This design comes from an exercise in tuning for small area, a short achievable clock period and few clock cycles per item on the open sky130 flow, not from production work.
At most, simulation tests tie the RTL to the original design; equivalence was not proved.
Power is estimated from default activity; no workload was simulated.

==> run E <==
==> flow/design.v <==
`default_nettype none
package rtm_pkg;
  localparam int ENTRIES = 16;
  localparam logic [2:0] ST_ADDED     = 3'd0;
  localparam logic [2:0] ST_DUPLICATE = 3'd1;
  localparam logic [2:0] ST_FULL      = 3'd2;
  localparam logic [2:0] ST_MATCHED   = 3'd3;
  localparam logic [2:0] ST_NO_ROUTE  = 3'd4;
endpackage
`default_nettype wire
`default_nettype none
module rtm_route_mem
(
  input  wire logic        clk,
  input  wire logic        we,
  input  wire logic [31:0] wr_dest,
  input  wire logic [31:0] wr_mask,
  input  wire logic [31:0] wr_gw,
  input  wire logic [31:0] bad_x,
  input  wire logic [31:0] bad_z,
  input  wire logic [31:0] bad_o,
  output logic             hit,
  output logic [31:0]      gw
);
  logic [31:0] dest_r;
  logic [31:0] mask_r;
  logic [31:0] gw_r;
  logic [31:0] bad;
  always_ff @(posedge clk) begin
    if (we) begin
      dest_r <= wr_dest;
      mask_r <= wr_mask;
      gw_r   <= wr_gw;
    end
  end
  always_comb begin
    for (int b = 0; b < 32; b++) begin
      bad[b] = mask_r[b] ? (dest_r[b] ? bad_o[b] : bad_z[b]) : bad_x[b];
    end
  end
  assign hit = (bad == 32'd0);
  assign gw  = gw_r;
endmodule
`default_nettype wire
`default_nettype none
module ipv4_route_table_match_core
(
  input  wire logic        clk,
  input  wire logic        rst_n,
  input  wire logic        start,
  input  wire logic        in_action,
  input  wire logic [31:0] in_address,
  input  wire logic [31:0] in_mask,
  input  wire logic [31:0] in_next_hop,
  output logic             busy,
  output logic             out_valid,
  output logic [2:0]       out_status,
  output logic [31:0]      out_gateway,
  output logic [3:0]       out_slot
);
  localparam int N = rtm_pkg::ENTRIES;
  logic        add_mode;
  logic [31:0] bad_x;
  logic [31:0] bad_z;
  logic [31:0] bad_o;
  assign add_mode = !in_action;
  assign bad_x = {32{add_mode}} & in_mask;
  assign bad_z = in_address  | ({32{add_mode}} & ~in_mask);
  assign bad_o = ~in_address | ({32{add_mode}} & ~in_mask);
  logic [N-1:0]  valid_r;      
  logic [N-1:0]  free_oh_r;    
  logic [N-1:0]  wr_en;
  logic [3:0]    count_r;      
  logic [N-1:0]  hit;
  logic [31:0]   slot_gw [0:N-1];
  genvar gi;
  generate
    for (gi = 0; gi < N; gi++) begin : g_slot
      rtm_route_mem u_slot (
        .clk     (clk),
        .we      (wr_en[gi]),
        .wr_dest (in_address & in_mask),
        .wr_mask (in_mask),
        .wr_gw   (in_next_hop),
        .bad_x   (bad_x),
        .bad_z   (bad_z),
        .bad_o   (bad_o),
        .hit     (hit[gi]),
        .gw      (slot_gw[gi])
      );
    end
  endgenerate
  logic          v1_r;
  logic          act1_r;
  logic [N-1:0]  hit1_r;
  always_ff @(posedge clk) begin
    v1_r   <= start && rst_n;
    act1_r <= in_action;
    hit1_r <= hit;
  end
  logic [N-1:0]  vhit;
  logic          dup;
  logic          full;
  logic          added;
  assign vhit  = hit1_r & valid_r;
  assign dup   = |vhit;
  assign full  = valid_r[N-1];
  assign added = v1_r && !act1_r && !dup && !full;
  assign wr_en = {free_oh_r[N-2:0], 1'b0} | (free_oh_r & {N{!added}});
  always_ff @(posedge clk) begin
    if (!rst_n) begin
      valid_r   <= '0;
      free_oh_r <= {{(N-1){1'b0}}, 1'b1};
      count_r   <= '0;
    end else if (added) begin
      valid_r   <= {valid_r[N-2:0], 1'b1};
      free_oh_r <= {free_oh_r[N-2:0], 1'b0};
      count_r   <= count_r + 4'd1;
    end
  end
  logic [N-1:0]  sel;
  logic [31:0]   gw_m;
  logic [3:0]    idx_m;
  always_comb begin
    for (int i = 0; i < N; i++) begin
      sel[i] = vhit[i];
      for (int j = i + 1; j < N; j++) begin
        sel[i] = sel[i] & !vhit[j];
      end
    end
    gw_m  = '0;
    idx_m = '0;
    for (int i = 0; i < N; i++) begin
      gw_m  = gw_m  | ({32{sel[i]}} & slot_gw[i]);
      idx_m = idx_m | ({4{sel[i]}} & 4'(i));
    end
  end
  logic          out_valid_r;
  logic [2:0]    out_status_r;
  logic [31:0]   out_gw_r;
  logic [3:0]    out_slot_r;
  always_ff @(posedge clk) begin
    out_valid_r <= v1_r && rst_n;
    if (act1_r) begin
      out_status_r <= dup ? rtm_pkg::ST_MATCHED : rtm_pkg::ST_NO_ROUTE;
      out_gw_r     <= gw_m;
      out_slot_r   <= idx_m;
    end else begin
      out_status_r <= dup  ? rtm_pkg::ST_DUPLICATE :
                      full ? rtm_pkg::ST_FULL : rtm_pkg::ST_ADDED;
      out_gw_r     <= 32'd0;
      out_slot_r   <= added ? count_r : 4'd0;
    end
  end
  assign busy        = 1'b0;
  assign out_valid   = out_valid_r;
  assign out_status  = out_status_r;
  assign out_gateway = out_gw_r;
  assign out_slot    = out_slot_r;
endmodule
`default_nettype wire
`default_nettype none
module ipv4_route_table (
  input  wire logic        clk,
  input  wire logic        rst_n,
  input  wire logic        start,
  input  wire logic        in_action,
  input  wire logic [31:0] in_address,
  input  wire logic [31:0] in_mask,
  input  wire logic [31:0] in_next_hop,
  output logic             busy,
  output logic             out_valid,
  output logic [2:0]       out_status,
  output logic [31:0]      out_gateway,
  output logic [3:0]       out_slot
);
  ipv4_route_table_match_core u_core (
    .clk         (clk),
    .rst_n       (rst_n),
    .start       (start),
    .in_action   (in_action),
    .in_address  (in_address),
    .in_mask     (in_mask),
    .in_next_hop (in_next_hop),
    .busy        (busy),
    .out_valid   (out_valid),
    .out_status  (out_status),
    .out_gateway (out_gateway),
    .out_slot    (out_slot)
  );
endmodule
`default_nettype wire
==> flow/run.sh <==
#!/bin/bash
# synth_recipe.tcl (not shown) runs the flow's synth.tcl, then flattens the netlist and writes it again
# the make line also repeats each setting of config.mk as NAME=value (left out here)
make -C /OpenROAD-flow-scripts/flow DESIGN_CONFIG=/design/flow/config.mk WORK_HOME=/design/flow/orfs CLKGATE_MAP_FILE= SYNTH_SCRIPT=/design/flow/synth_recipe.tcl finish
==> flow/config.mk <==
export PLATFORM = sky130hd
export DESIGN_NAME = ipv4_route_table
export DESIGN_NICKNAME = ipv4_route_table
export VERILOG_FILES = /design/flow/design.v
export SDC_FILE = /design/flow/constraint.sdc
export NUM_CORES = 4
export LEC_CHECK = 0
export CAP_MARGIN = 35
export CORE_MARGIN = 2
export CORE_UTILIZATION = 55
export CTS_CLUSTER_DIAMETER = 60
export CTS_CLUSTER_SIZE = 30
export SETUP_SLACK_MARGIN = 2.5
export SLEW_MARGIN = 35
==> flow/constraint.sdc <==
create_clock -name core_clock -period 5.0 [get_ports {clk}]
set_input_delay 1.0000 -clock core_clock [delete_from_list [all_inputs] [get_ports {clk}]]
set_output_delay 1.0000 -clock core_clock [all_outputs]
set_load 0.01 [all_outputs]
==> run P: changes against run E <==
==> flow/design.v, changed modules only <==
module rtm_route_mem
(
  input  wire logic        clk,
  input  wire logic        we,
  input  wire logic [31:0] wr_ndest,    
  input  wire logic [31:0] wr_mask,
  input  wire logic [31:0] wr_gw,
  input  wire logic [31:0] bad_x,
  input  wire logic [31:0] bad_z,
  input  wire logic [31:0] bad_o,
  output logic [1:0]       hit,
  output logic [31:0]      gw
);
  logic [31:0] ndest_r;
  logic [31:0] mask_r;
  logic [31:0] gw_r;
  logic [31:0] bad;
  always_ff @(posedge clk) begin
    if (we) begin
      ndest_r <= wr_ndest;
      mask_r  <= wr_mask;
      gw_r    <= wr_gw;
    end
  end
  always_comb begin
    for (int b = 0; b < 32; b++) begin
      bad[b] = mask_r[b] ? (ndest_r[b] ? bad_z[b] : bad_o[b]) : bad_x[b];
    end
  end
  assign hit = {bad[31:16] == 16'd0, bad[15:0] == 16'd0};
  assign gw  = gw_r;
endmodule
module ipv4_route_table_match_core
(
  input  wire logic        clk,
  input  wire logic        rst_n,
  input  wire logic        start,
  input  wire logic        in_action,
  input  wire logic [31:0] in_address,
  input  wire logic [31:0] in_mask,
  input  wire logic [31:0] in_next_hop,
  output logic             busy,
  output logic             out_valid,
  output logic [2:0]       out_status,
  output logic [31:0]      out_gateway,
  output logic [3:0]       out_slot
);
  localparam int N = rtm_pkg::ENTRIES;
  logic        add_mode;
  logic        v0_r;
  logic        act0_r;
  logic [31:0] bad_x_r;
  logic [31:0] bad_z_r;
  logic [31:0] bad_o_r;
  logic [31:0] gw0_r;
  assign add_mode = !in_action;
  always_ff @(posedge clk) begin
    v0_r    <= start && rst_n;
    act0_r  <= in_action;
    bad_x_r <= {32{add_mode}} & in_mask;
    bad_z_r <= in_address  | ({32{add_mode}} & ~in_mask);
    bad_o_r <= ~in_address | ({32{add_mode}} & ~in_mask);
    gw0_r   <= in_next_hop;
  end
  logic [N-1:0]  valid_r;      
  logic [N-1:0]  free_oh_r;    
  logic [N-1:0]  wr_en;
  logic [3:0]    count_r;      
  logic [N-1:0]  hit_lo;       
  logic [N-1:0]  hit_hi;       
  logic [31:0]   slot_gw [0:N-1];
  genvar gi;
  generate
    for (gi = 0; gi < N; gi++) begin : g_slot
      rtm_route_mem u_slot (
        .clk     (clk),
        .we      (wr_en[gi]),
        .wr_ndest(bad_o_r),        
        .wr_mask (bad_x_r),        
        .wr_gw   (gw0_r),
        .bad_x   (bad_x_r),
        .bad_z   (bad_z_r),
        .bad_o   (bad_o_r),
        .hit     ({hit_hi[gi], hit_lo[gi]}),
        .gw      (slot_gw[gi])
      );
    end
  endgenerate
  logic          v1_r;
  logic          act1_r;
  logic [N-1:0]  hit1_lo_r;
  logic [N-1:0]  hit1_hi_r;
  always_ff @(posedge clk) begin
    v1_r   <= v0_r && rst_n;
    act1_r <= act0_r;
    hit1_lo_r <= hit_lo;
    hit1_hi_r <= hit_hi;
  end
  logic [N-1:0]  vhit;
  logic          dup;
  logic          full;
  logic          added;
  assign vhit  = hit1_lo_r & hit1_hi_r & valid_r;
  assign dup   = |vhit;
  assign full  = valid_r[N-1];
  assign added = v1_r && !act1_r && !dup && !full;
  assign wr_en = {free_oh_r[N-2:0], 1'b0} | (free_oh_r & {N{!added}});
  always_ff @(posedge clk) begin
    if (!rst_n) begin
      valid_r   <= '0;
      free_oh_r <= {{(N-1){1'b0}}, 1'b1};
      count_r   <= '0;
    end else if (added) begin
      valid_r   <= {valid_r[N-2:0], 1'b1};
      free_oh_r <= {free_oh_r[N-2:0], 1'b0};
      count_r   <= count_r + 4'd1;
    end
  end
  logic [N-1:0]  sel;
  logic [31:0]   gw_m;
  logic [3:0]    idx_m;
  always_comb begin
    for (int i = 0; i < N; i++) begin
      sel[i] = vhit[i];
      for (int j = i + 1; j < N; j++) begin
        sel[i] = sel[i] & !vhit[j];
      end
    end
    gw_m  = '0;
    idx_m = '0;
    for (int i = 0; i < N; i++) begin
      gw_m  = gw_m  | ({32{sel[i]}} & slot_gw[i]);
      idx_m = idx_m | ({4{sel[i]}} & 4'(i));
    end
  end
  logic          out_valid_r;
  logic [2:0]    out_status_r;
  logic [31:0]   out_gw_r;
  logic [3:0]    out_slot_r;
  always_ff @(posedge clk) begin
    out_valid_r <= v1_r && rst_n;
    if (act1_r) begin
      out_status_r <= dup ? rtm_pkg::ST_MATCHED : rtm_pkg::ST_NO_ROUTE;
      out_gw_r     <= gw_m;
      out_slot_r   <= idx_m;
    end else begin
      out_status_r <= dup  ? rtm_pkg::ST_DUPLICATE :
                      full ? rtm_pkg::ST_FULL : rtm_pkg::ST_ADDED;
      out_gw_r     <= 32'd0;
      out_slot_r   <= added ? count_r : 4'd0;
    end
  end
  assign busy        = 1'b0;
  assign out_valid   = out_valid_r;
  assign out_status  = out_status_r;
  assign out_gateway = out_gw_r;
  assign out_slot    = out_slot_r;
endmodule
==> run Z: changes against run E <==
--- a/flow/design.v
+++ b/flow/design.v
@@ -69,7 +69,7 @@
   assign bad_o = ~in_address | ({32{add_mode}} & ~in_mask);
   logic [N-1:0]  valid_r;      
   logic [N-1:0]  free_oh_r;    
-  logic [N-1:0]  wr_en;
+  logic [N-1:0]  free_oh_nxt;
   logic [3:0]    count_r;      
   logic [N-1:0]  hit;
   logic [31:0]   slot_gw [0:N-1];
@@ -78,7 +78,7 @@
     for (gi = 0; gi < N; gi++) begin : g_slot
       rtm_route_mem u_slot (
         .clk     (clk),
-        .we      (wr_en[gi]),
+        .we      (free_oh_nxt[gi]),
         .wr_dest (in_address & in_mask),
         .wr_mask (in_mask),
         .wr_gw   (in_next_hop),
@@ -106,7 +106,7 @@
   assign dup   = |vhit;
   assign full  = valid_r[N-1];
   assign added = v1_r && !act1_r && !dup && !full;
-  assign wr_en = {free_oh_r[N-2:0], 1'b0} | (free_oh_r & {N{!added}});
+  assign free_oh_nxt = added ? {free_oh_r[N-2:0], 1'b0} : free_oh_r;
   always_ff @(posedge clk) begin
     if (!rst_n) begin
       valid_r   <= '0;
==> flow/config.mk (replaced) <==
export PLATFORM = sky130hd
export DESIGN_NAME = ipv4_route_table
export DESIGN_NICKNAME = ipv4_route_table
export VERILOG_FILES = /design/flow/design.v
export SDC_FILE = /design/flow/constraint.sdc
export NUM_CORES = 4
export LEC_CHECK = 0
export CAP_MARGIN = 20
export CORE_MARGIN = 2
export CORE_UTILIZATION = 40
export CTS_CLUSTER_DIAMETER = 60
export CTS_CLUSTER_SIZE = 30
export SETUP_SLACK_MARGIN = 2.6
export SLEW_MARGIN = 20
==> run summary <==
Run Z ran to the end with violations: max-capacitance violations, max-slew violations. Run E completed with no timing, DRC or antenna violations. Run P produced a clean layout. Against run P, the cell count of run Z is higher by about 22%. In run P the sequential cell count is higher than in run Z, by 146. The highest core utilization belongs to run E, the lowest to run Z. Area after synthesis, highest first: run P, run E, run Z. Cell area: run E is larger than run P (about 5%). Power: run E < run Z < run P. In run P the clock power is higher than in run E, by about 8%.
==> figures <==
                                                                                          run P                                            run Z                    run E
Status                                                                  complete, no violations                                  failed layout checks  complete, no violations
Layout check failures                                                                         -  max-capacitance violations, max-slew violations                        -
Number of global-route vias before repair                                                 40500                                            45100                    43200
Fraction of area in multi-input gates                                                     0.204                                            0.208                    0.208
Final worst path period need                                                            2.57 ns                                          2.84 ns                  2.88 ns
TritonCTS buffer count                                                                      134                                              130                      119
Number of clock buffer instances in the layout                                              154                                              139                      123
Hold Path Origin                                                              u_core.valid_r[2]                                u_core.valid_r[1]        u_core.valid_r[3]
Non-clock buffering overhead in the final layout                                         0.0502                                            0.145                    0.122
Routed len/inst                                                                         36.3 µm                                          52.2 µm                  49.0 µm
Arrival time of data at the critical path endpoint                                      3.17 ns                                          3.45 ns                  3.33 ns
Delay of the slowest cell on the worst path                                             0.40 ns                                          0.50 ns                  0.65 ns
Synthesized net count                                                                      4009                                             4198                     4426
Area taken by flip-flops and latches                                                 0.0510 mm²                                       0.0480 mm²               0.0480 mm²
Number of levels the H-tree was split into                                                    4                                                4                        3
Layout Skew                                                                           0.0384 ns                                        0.0610 ns                0.0537 ns
Post-synthesis share of cell area spent on and, or, nand and nor gates                   0.0350                                           0.0473                   0.0555
Testbench counts of run P, summed over its fixed seeds: cycles 19,488, items 19,200.
Function not checked in run E and run Z: the RTL went through the layout flow alone.

-- afterwards: timing with drivers on the ports --
Ports are ideal in the flow. The routed layouts listed here were re-timed in OpenROAD. Step 1 assumes that a clkbuf_16 drives the clock port and a buf_2 every other input. Step 2 moves the port delays by t, midway between the first and last clock arrival at a register: inputs arrive t later, outputs are due t later. That takes back most of the time a late clock gives input paths. Slacks: ideal ports / drivers / drivers and shift; pairs: ideal ports / drivers.
| run | t (ns) | slack for setup (ns) | hold WS [ns] | worst setup path after step 2 |
|---|---|---|---|---|
| run E | 0.842 | 2.121 / 2.121 / 1.405 | 0.479 / 0.479 / 0.479 | input to register |
| run P | 0.833 | 2.429 / 2.429 / 2.429 | 0.448 / 0.448 / 0.448 | register to register |
| run Z | 0.894 | 2.157 / 2.157 / 1.269 | 0.485 / 0.485 / 0.485 | input to register |
The setup slack of run Z, which loses most, moves by 0.000 ns with the drivers and by -0.888 ns with both steps.
